This is an optimization exercise on Yosys and OpenROAD, whose aim is small area, a short achievable clock period and few clock cycles per item, not a production implementation. In this exercise RTL edits were held to simulation tests only and were not proved equivalent to the original.

==> inputs of job 9652 <==
==> flow/design.v (excerpt) <==
module alu_arbiter
#(
    parameter int unsigned WORDSIZE      = 32,
    parameter int unsigned SEL_LINE_SIZE = 4,
    parameter int unsigned NUM_REQ       = 4
) (
    input  logic                              clk,
    input  logic                              rst_n,
    input  logic [NUM_REQ-1:0]                req_valid,
    output logic [NUM_REQ-1:0]                req_ready,
    input  logic [NUM_REQ*WORDSIZE-1:0]       req_a,
    input  logic [NUM_REQ*WORDSIZE-1:0]       req_b,
    input  logic [NUM_REQ*SEL_LINE_SIZE-1:0]  req_sel,
    output logic [NUM_REQ-1:0]                rsp_valid,
    input  logic [NUM_REQ-1:0]                rsp_ready,
    output logic [WORDSIZE-1:0]               rsp_result,
    output logic                              rsp_carry,
    output logic                              busy
);
==> flow/config.mk <==
export PLATFORM = sky130hd
export DESIGN_NAME = alu_arbiter
export DESIGN_NICKNAME = alu_arbiter
export VERILOG_FILES = /design/flow/design.v
export SDC_FILE = /design/flow/constraint.sdc
export NUM_CORES = 4
export LEC_CHECK = 0
export ABC_AREA = 1
export CAP_MARGIN = 20
export CORE_MARGIN = 2
export CORE_UTILIZATION = 40
export SLEW_MARGIN = 20
==> flow/constraint.sdc <==
create_clock -name core_clock -period 70.0 [get_ports {clk}]
set_input_delay 14.0000 -clock core_clock [delete_from_list [all_inputs] [get_ports {clk}]]
set_output_delay 14.0000 -clock core_clock [all_outputs]
set_load 0.01 [all_outputs]
standard.sh (not shown) runs the stock make flow with config.mk's settings and CLKGATE_MAP_FILE= SYNTH_SCRIPT=/design/flow/synth_recipe.tcl, a recipe that flattens the netlist after the stock synthesis.
==> flow/flow/run.sh <==
#!/bin/bash
# Layout flow: the standard layout (standard.sh), with the port buffers
# that global placement inserts made sky130_fd_sc_hd__buf_1 instead of the
# cell the resizer picks by default. Everything else is the standard flow.
set -euo pipefail
export BUFFER_PORTS_ARGS="-buffer_cell sky130_fd_sc_hd__buf_1"
bash standard.sh > standard.log 2>&1
==> job 3044: changes against job 9652 <==
--- a/flow/design.v
+++ b/flow/design.v
@@ -100,16 +100,15 @@
 ) (
     input  logic         clk,
     input  logic         ld,
     input  logic         div,     
     input  logic [W-1:0] a,
     input  logic [W-1:0] b,
     output logic [W-1:0] res,
-    output logic         done,
-    output logic         last     
+    output logic         done
 );
     localparam int unsigned NN = W / 4;           
     localparam int unsigned JW = $clog2(NN);      
     localparam int unsigned CW = $clog2(W / K + 1);
     localparam int unsigned N  = W + 1;
     localparam int unsigned LN = $clog2(N);
     function automatic logic [N:0] bk_add(input logic [N-1:0] x, input logic [N-1:0] y,
@@ -167,69 +166,56 @@
         end
         src  = (div || swap) ? a : b;
         x_ld = div ? ~b : (swap ? b : a);
         sh   = {{W{1'b0}}, src} << {j, 2'b00};
     end
     logic [W-1:0]  r_s [K+1];
     logic [W-1:0]  q_s [K+1];
-    logic [K-1:0]  bsel_q, tl_q;
     assign r_s[0] = r_q;
     assign q_s[0] = q_q;
     for (genvar s = 0; s < K; s++) begin : g_step
         logic [W:0] t, bb, sm;
         logic       co;
-        assign t  = {r_s[s], tl_q[s]};
-        assign bb = {div_q, bsel_q[s] ? x_q : {W{1'b0}}};
+        assign t  = {r_s[s], div_q & q_s[s][W-1]};
+        assign bb = {div_q, (div_q | q_s[s][W-1]) ? x_q : {W{1'b0}}};
         assign {co, sm} = bk_add(t, bb, div_q);
         assign r_s[s+1] = (div_q && !co) ? t[W-1:0] : sm[W-1:0];
         assign q_s[s+1] = {q_s[s][W-2:0], div_q & co};
     end
-    logic          run, div_n;
-    logic [W-1:0]  q_n;
-    assign run   = !ld && (cnt_q != '0);
-    assign div_n = ld ? div : div_q;
-    assign q_n   = ld ? sh[W-1:0] : (run ? q_s[K] : q_q);
+    logic run, keep;
+    assign run  = !ld && (cnt_q != '0);
+    assign keep = !ld && (cnt_q == '0);
     always_ff @(posedge clk) begin
+        r_q <= (sh[2*W-1:W] & {W{ld}}) | (r_s[K] & {W{run}}) | (r_q & {W{keep}});
+        q_q <= (sh[W-1:0]   & {W{ld}}) | (q_s[K] & {W{run}}) | (q_q & {W{keep}});
+        x_q <= (x_ld & {W{ld}}) | (x_q & {W{!ld}});
         if (ld) begin
-            r_q   <= sh[2*W-1:W];
-            q_q   <= sh[W-1:0];
-            x_q   <= x_ld;
             div_q <= div;
             cnt_q <= CW'(W / K) - CW'(j);
         end else if (cnt_q != '0) begin
-            r_q   <= r_s[K];
-            q_q   <= q_s[K];
             cnt_q <= cnt_q - 1'b1;
         end
-        for (int s = 0; s < K; s++) begin
-            bsel_q[s] <= div_n | q_n[W-1-s];
-            tl_q[s]   <= div_n & q_n[W-1-s];
-        end
     end
     assign done = (cnt_q == '0);
-    assign last = (cnt_q == CW'(1));
     assign res  = div_q ? q_q : r_q;
 endmodule
 module alu_arb_ctl
 #(
     parameter int unsigned NR    = 4,
     parameter int unsigned SW    = 4,
     parameter int unsigned IDX_W = 2
 ) (
     input  logic [NR-1:0]    rdy_q,
     input  logic [NR-1:0]    lng_q,
     input  logic [NR-1:0]    valid_q,   
-    input  logic [NR-1:0]    req_valid,
-    input  logic [NR-1:0]    long_i,    
     input  logic             s_v,
     input  logic [SW-1:0]    s_sel,
     input  logic             k_v,
     input  logic             u_occ,
     input  logic             u_done,
-    input  logic             u_last,    
     input  logic [IDX_W-1:0] u_own,
     output logic [1:0]       hold,      
     output logic [1:0]       k_v_n,
     output logic [1:0]       u_occ_n,
     output logic [1:0]       r_take,    
     output logic [2*NR-1:0]  lng_n,     
     output logic [8*NR-1:0]  rdy_n,
@@ -253,56 +239,44 @@
             hold[l]    = (s_simple && !l[0] && k_v) || (s_long && u_occ);
             k_v_n[l]   = s_to_k || (k_v && !k_to_r);
             u_occ_n[l] = u_ld || (u_occ && !u_to_r);
             r_take[l]  = k_to_r || u_to_r || s_to_r;
             lng_n[l*NR +: NR] = lng_q & ~(u_to_r ? own_u : '0);
         end
     end
-    logic [NR-1:0] ahead [NR];    
-    always_comb begin
-        logic [IDX_W-1:0] cur, dj, di;
+    function automatic logic [NR-1:0] pick(input logic [NR-1:0] elig);
+        logic [NR-1:0]    pref;
+        logic             got;
+        logic [IDX_W-1:0] cur, j;
         cur = '0;
         for (int unsigned i = 0; i < NR; i++) if (rdy_q[i]) cur = IDX_W'(i);
-        for (int unsigned j = 0; j < NR; j++) begin
-            dj = IDX_W'(j) - cur - 1'b1;
-            for (int unsigned i = 0; i < NR; i++) begin
-                di = IDX_W'(i) - cur - 1'b1;
-                ahead[j][i] = (di < dj);
+        pref = elig & valid_q;
+        if (pref == '0) pref = elig;
+        pick = '0;
+        got  = 1'b0;
+        for (int unsigned k = 1; k <= NR; k++) begin
+            j = cur + IDX_W'(k);
+            if (!got && pref[j]) begin
+                got     = 1'b1;
+                pick[j] = 1'b1;
             end
         end
-    end
-    function automatic logic [NR-1:0] rr(input logic [NR-1:0] p);
-        for (int unsigned j = 0; j < NR; j++) rr[j] = p[j] && !(|(p & ahead[j]));
     endfunction
-    function automatic logic [NR-1:0] pick(input logic [NR-1:0] elig, input logic a,
-                                           input logic busy_u);
-        logic [NR-1:0] p1, p2, r2;
-        p2 = elig & valid_q;
-        r2 = rr((p2 != '0) ? p2 : elig);
-        p1 = (elig & ~(a ? rdy_q : '0)) & (req_valid & (busy_u ? ~long_i : long_i));
-        pick = rr(p1) | (r2 & {NR{!(|p1)}});
-    endfunction
-    logic [NR-1:0] pk [3];
+    logic [NR-1:0] pk [4];
     always_comb begin
-        for (int c = 0; c < 3; c++) begin    
-            logic a, t, busy_u;
-            a = (c != 0);
-            t = (c == 2);
-            busy_u = (u_occ_n[1] && !(u_occ && !u_ld && (u_done || u_last) && !k_v_n[1])) ||
-                     (!a && hold[1] && s_long) || (a && t);
-            pk[c] = pick(~(lng_n[NR +: NR] | ((a && t) ? rdy_q : '0)), a, busy_u);
-        end
+        for (int c = 0; c < 4; c++)      
+            pk[c] = pick(~(lng_n[c[1]*NR +: NR] | (c[0] ? rdy_q : '0)));
         for (int c = 0; c < 8; c++) begin
             logic l, a, t, blk;
             l   = c[2];
             a   = c[1] && !hold[l];
             t   = c[0];
             if (hold[l]) blk = s_long ? u_occ_n[l] : k_v_n[l];
             else         blk = a && (t ? u_occ_n[l] : k_v_n[l]);
-            rdy_n[c*NR +: NR] = blk ? '0 : (pk[a ? (t ? 2 : 1) : 0] & ~lng_n[l*NR +: NR]);
+            rdy_n[c*NR +: NR] = blk ? '0 : pk[{l, a && t}];
         end
     end
 endmodule
 module alu_arbiter
 #(
     parameter int unsigned WORDSIZE      = 32,
     parameter int unsigned SEL_LINE_SIZE = 4,
@@ -357,54 +331,51 @@
                 in_b   = in_b   | req_b[i*W +: W];
                 in_sel = in_sel | req_sel[i*SW +: SW];
                 in_own = in_own | IDX_W'(i);
             end
         end
     end
     logic [W-1:0] alu_res, u_res;
-    logic         alu_c, u_done, u_last;
+    logic         alu_c, u_done;
     alu_arb_core #(.WORDSIZE(W), .SEL_LINE_SIZE(SW)) u_core (
         .a(s_a), .b(s_b), .sel(s_sel), .result(alu_res), .carry(alu_c)
     );
     logic u_ld;
     alu_arb_long #(.W(W), .K(4)) u_long (
         .clk(clk), .ld(u_ld), .div(s_sel == alu_arb_pkg::OP_UDIV), .a(s_a), .b(s_b),
-        .res(u_res), .done(u_done), .last(u_last)
+        .res(u_res), .done(u_done)
     );
-    logic [NR-1:0] long_i;      
     logic [1:0]    hold, k_v_t, u_occ_t, r_take;
     logic [2*NR-1:0] lng_t;
     logic [8*NR-1:0] rdy_t;
     alu_arb_ctl #(.NR(NR), .SW(SW), .IDX_W(IDX_W)) u_ctl (
-        .rdy_q(rdy_q), .lng_q(lng_q), .valid_q(valid_q), .req_valid(req_valid), .long_i(long_i), .s_v(s_v), .s_sel(s_sel),
-        .k_v(k_v), .u_occ(u_occ), .u_done(u_done), .u_last(u_last), .u_own(u_own),
+        .rdy_q(rdy_q), .lng_q(lng_q), .valid_q(valid_q), .s_v(s_v), .s_sel(s_sel),
+        .k_v(k_v), .u_occ(u_occ), .u_done(u_done), .u_own(u_own),
         .hold(hold), .k_v_n(k_v_t), .u_occ_n(u_occ_t), .r_take(r_take), .lng_n(lng_t),
         .rdy_n(rdy_t), .u_ld(u_ld)
     );
     logic L, A, T;
+    logic [NR-1:0] long_i;
     always_comb begin
         for (int unsigned i = 0; i < NR; i++)
             long_i[i] = (req_sel[i*SW +: SW] == alu_arb_pkg::OP_MUL) ||
                         (req_sel[i*SW +: SW] == alu_arb_pkg::OP_UDIV);
         L = !(|(r_vld & ~rsp_ready));
         A = |(req_valid & rdy_q);
         T = |(long_i & rdy_q);
     end
     logic          s_v_n, k_v_n, u_occ_n;
-    logic [1:0]    busy_t;      
     logic [NR-1:0] r_vld_n, lng_n;
     logic [IDX_W-1:0] r_own_src;
     logic [NR-1:0]    r_own_oh;
     always_comb begin
         r_own_src = k_v ? k_own : ((u_occ && u_done) ? u_own : s_own);
         r_own_oh  = '0;
         r_own_oh[r_own_src] = 1'b1;
         s_v_n   = L ? (hold[1] || A) : (hold[0] || A);
-        busy_t[0] = hold[0] || k_v_t[0] || (|r_vld) || u_occ_t[0];
-        busy_t[1] = hold[1] || k_v_t[1] || r_take[1] || u_occ_t[1];
         k_v_n   = L ? k_v_t[1] : k_v_t[0];
         u_occ_n = L ? u_occ_t[1] : u_occ_t[0];
         r_vld_n = L ? (r_take[1] ? r_own_oh : '0) : r_vld;
         lng_n   = (L ? lng_t[NR +: NR] : lng_t[0 +: NR]) | ((A && T) ? rdy_q : '0);
     end
     always_ff @(posedge clk) begin
         if (!rst_n) begin
@@ -418,15 +389,15 @@
             r_vld   <= '0;
             u_occ   <= 1'b0;
         end else begin
             rdy_q   <= rdy_t[{L, A, T}*NR +: NR];
             if (|rdy_t[{L, A, T}*NR +: NR]) msel_q <= rdy_t[{L, A, T}*NR +: NR];
             valid_q <= req_valid;
             lng_q   <= lng_n;
-            busy_q  <= A || (L ? busy_t[1] : busy_t[0]);
+            busy_q  <= s_v_n || k_v_n || (|r_vld_n) || u_occ_n;
             s_v     <= s_v_n;
             k_v     <= k_v_n;
             r_vld   <= r_vld_n;
             u_occ   <= u_occ_n;
         end
     end
     logic s_keep;
==> job 6746: changes against job 9652 <==
--- a/flow/design.v
+++ b/flow/design.v
@@ -167,47 +167,37 @@
         end
         src  = (div || swap) ? a : b;
         x_ld = div ? ~b : (swap ? b : a);
         sh   = {{W{1'b0}}, src} << {j, 2'b00};
     end
     logic [W-1:0]  r_s [K+1];
     logic [W-1:0]  q_s [K+1];
-    logic [K-1:0]  bsel_q, tl_q;
     assign r_s[0] = r_q;
     assign q_s[0] = q_q;
     for (genvar s = 0; s < K; s++) begin : g_step
         logic [W:0] t, bb, sm;
         logic       co;
-        assign t  = {r_s[s], tl_q[s]};
-        assign bb = {div_q, bsel_q[s] ? x_q : {W{1'b0}}};
+        assign t  = {r_s[s], div_q & q_s[s][W-1]};
+        assign bb = {div_q, (div_q | q_s[s][W-1]) ? x_q : {W{1'b0}}};
         assign {co, sm} = bk_add(t, bb, div_q);
         assign r_s[s+1] = (div_q && !co) ? t[W-1:0] : sm[W-1:0];
         assign q_s[s+1] = {q_s[s][W-2:0], div_q & co};
     end
-    logic          run, div_n;
-    logic [W-1:0]  q_n;
-    assign run   = !ld && (cnt_q != '0);
-    assign div_n = ld ? div : div_q;
-    assign q_n   = ld ? sh[W-1:0] : (run ? q_s[K] : q_q);
     always_ff @(posedge clk) begin
         if (ld) begin
             r_q   <= sh[2*W-1:W];
             q_q   <= sh[W-1:0];
             x_q   <= x_ld;
             div_q <= div;
             cnt_q <= CW'(W / K) - CW'(j);
         end else if (cnt_q != '0) begin
             r_q   <= r_s[K];
             q_q   <= q_s[K];
             cnt_q <= cnt_q - 1'b1;
         end
-        for (int s = 0; s < K; s++) begin
-            bsel_q[s] <= div_n | q_n[W-1-s];
-            tl_q[s]   <= div_n & q_n[W-1-s];
-        end
     end
     assign done = (cnt_q == '0);
     assign last = (cnt_q == CW'(1));
     assign res  = div_q ? q_q : r_q;
 endmodule
 module alu_arb_ctl
 #(
@@ -253,37 +243,35 @@
             hold[l]    = (s_simple && !l[0] && k_v) || (s_long && u_occ);
             k_v_n[l]   = s_to_k || (k_v && !k_to_r);
             u_occ_n[l] = u_ld || (u_occ && !u_to_r);
             r_take[l]  = k_to_r || u_to_r || s_to_r;
             lng_n[l*NR +: NR] = lng_q & ~(u_to_r ? own_u : '0);
         end
     end
-    logic [NR-1:0] ahead [NR];    
-    always_comb begin
-        logic [IDX_W-1:0] cur, dj, di;
+    function automatic logic [NR-1:0] pick(input logic [NR-1:0] elig, input logic a,
+                                           input logic busy_u);
+        logic [NR-1:0]    pref, p1, p2;
+        logic             got;
+        logic [IDX_W-1:0] cur, j;
         cur = '0;
         for (int unsigned i = 0; i < NR; i++) if (rdy_q[i]) cur = IDX_W'(i);
-        for (int unsigned j = 0; j < NR; j++) begin
-            dj = IDX_W'(j) - cur - 1'b1;
-            for (int unsigned i = 0; i < NR; i++) begin
-                di = IDX_W'(i) - cur - 1'b1;
-                ahead[j][i] = (di < dj);
+        p1 = elig & req_valid & ~(a ? rdy_q : '0) & (busy_u ? ~long_i : long_i);
+        p2 = elig & valid_q;
+        if (p1 != '0)      pref = p1;
+        else if (p2 != '0) pref = p2;
+        else               pref = elig;
+        pick = '0;
+        got  = 1'b0;
+        for (int unsigned k = 1; k <= NR; k++) begin
+            j = cur + IDX_W'(k);
+            if (!got && pref[j]) begin
+                got     = 1'b1;
+                pick[j] = 1'b1;
             end
         end
-    end
-    function automatic logic [NR-1:0] rr(input logic [NR-1:0] p);
-        for (int unsigned j = 0; j < NR; j++) rr[j] = p[j] && !(|(p & ahead[j]));
-    endfunction
-    function automatic logic [NR-1:0] pick(input logic [NR-1:0] elig, input logic a,
-                                           input logic busy_u);
-        logic [NR-1:0] p1, p2, r2;
-        p2 = elig & valid_q;
-        r2 = rr((p2 != '0) ? p2 : elig);
-        p1 = (elig & ~(a ? rdy_q : '0)) & (req_valid & (busy_u ? ~long_i : long_i));
-        pick = rr(p1) | (r2 & {NR{!(|p1)}});
     endfunction
     logic [NR-1:0] pk [3];
     always_comb begin
         for (int c = 0; c < 3; c++) begin    
             logic a, t, busy_u;
             a = (c != 0);
             t = (c == 2);
==> flow/config.mk (replaced) <==
export PLATFORM = sky130hd
export DESIGN_NAME = alu_arbiter
export DESIGN_NICKNAME = alu_arbiter
export VERILOG_FILES = /design/flow/design.v
export SDC_FILE = /design/flow/constraint.sdc
export NUM_CORES = 4
export LEC_CHECK = 0
export ABC_AREA = 1
export CAP_MARGIN = 20
export CORE_MARGIN = 2
export CORE_UTILIZATION = 60
export SLEW_MARGIN = 20
==> run notes <==
Wire length the detailed router placed on met1: job 3044 41900 microns; job 9652 44300 microns; job 6746 36600 microns
Area delta synth->final: job 3044 11.1%; job 9652 10.6%; job 6746 9.69%
Result of the run: job 3044 no timing/DRC/antenna violations; job 9652 no timing/DRC/antenna violations; job 6746 no timing/DRC/antenna violations
Seq/Total Area, Yosys: job 3044 25.4%; job 9652 27.1%; job 6746 27.4%
Number of instances in the synthesized netlist: job 3044 3886; job 9652 3993; job 6746 3821
Post-route core utilization: job 3044 44.9%; job 9652 44.8%; job 6746 66.8%
Final hold slack: job 3044 0.459 ns; job 9652 0.460 ns; job 6746 0.464 ns
Post-DP HPWL: job 3044 78700 microns; job 9652 80900 microns; job 6746 79500 microns
Post-placement worst setup slack: job 3044 53.61 ns; job 9652 53.85 ns; job 6746 53.14 ns
Clock-cell share: job 3044 4.00%; job 9652 3.40%; job 6746 4.08%
Maximum clock rate: job 3044 0.0633 GHz; job 9652 0.0639 GHz; job 6746 0.0598 GHz
Pin slew with the least headroom to its limit: job 3044 1.06 ns; job 9652 1.06 ns; job 6746 1.08 ns
GR Layer Usage met1: job 3044 37.7%; job 9652 38.6%; job 6746 54.3%
Testbench counts of job 9652, summed over its fixed seeds: cycles 2,420, items 2,048.
Testbench counts of job 3044, summed over its fixed seeds: cycles 2,683, items 2,048.
Testbench counts of job 6746, summed over its fixed seeds: cycles 2,420, items 2,048.

re-timing with driven ports:
Ports are ideal in the flow. The routed layouts listed here were re-timed in OpenROAD. Step 1 assumes that a clkbuf_16 drives the clock port and a buf_2 every other input. Step 2 moves the port delays by t, midway between the first and last clock arrival at a register: inputs arrive t later, outputs are due t later. That takes back most of the time a late clock gives input paths. a / b / c = ideal / step 1 / step 2; a / b = the first two.
run	t, ns	setup slack, ns	hold WS [ns]
job 9652	0.633	54.361 / 54.402 / 53.769	0.460 / 0.460 / 0.460
job 3044	0.623	54.205 / 54.240 / 53.617	0.459 / 0.459 / 0.459
job 6746	0.643	53.264 / 53.264 / 53.009	0.464 / 0.464 / 0.464
After both steps every run listed still meets setup and hold. For job 9652, which loses most, drivers alone change the setup slack by +0.041 ns; drivers and shift together by -0.592 ns.
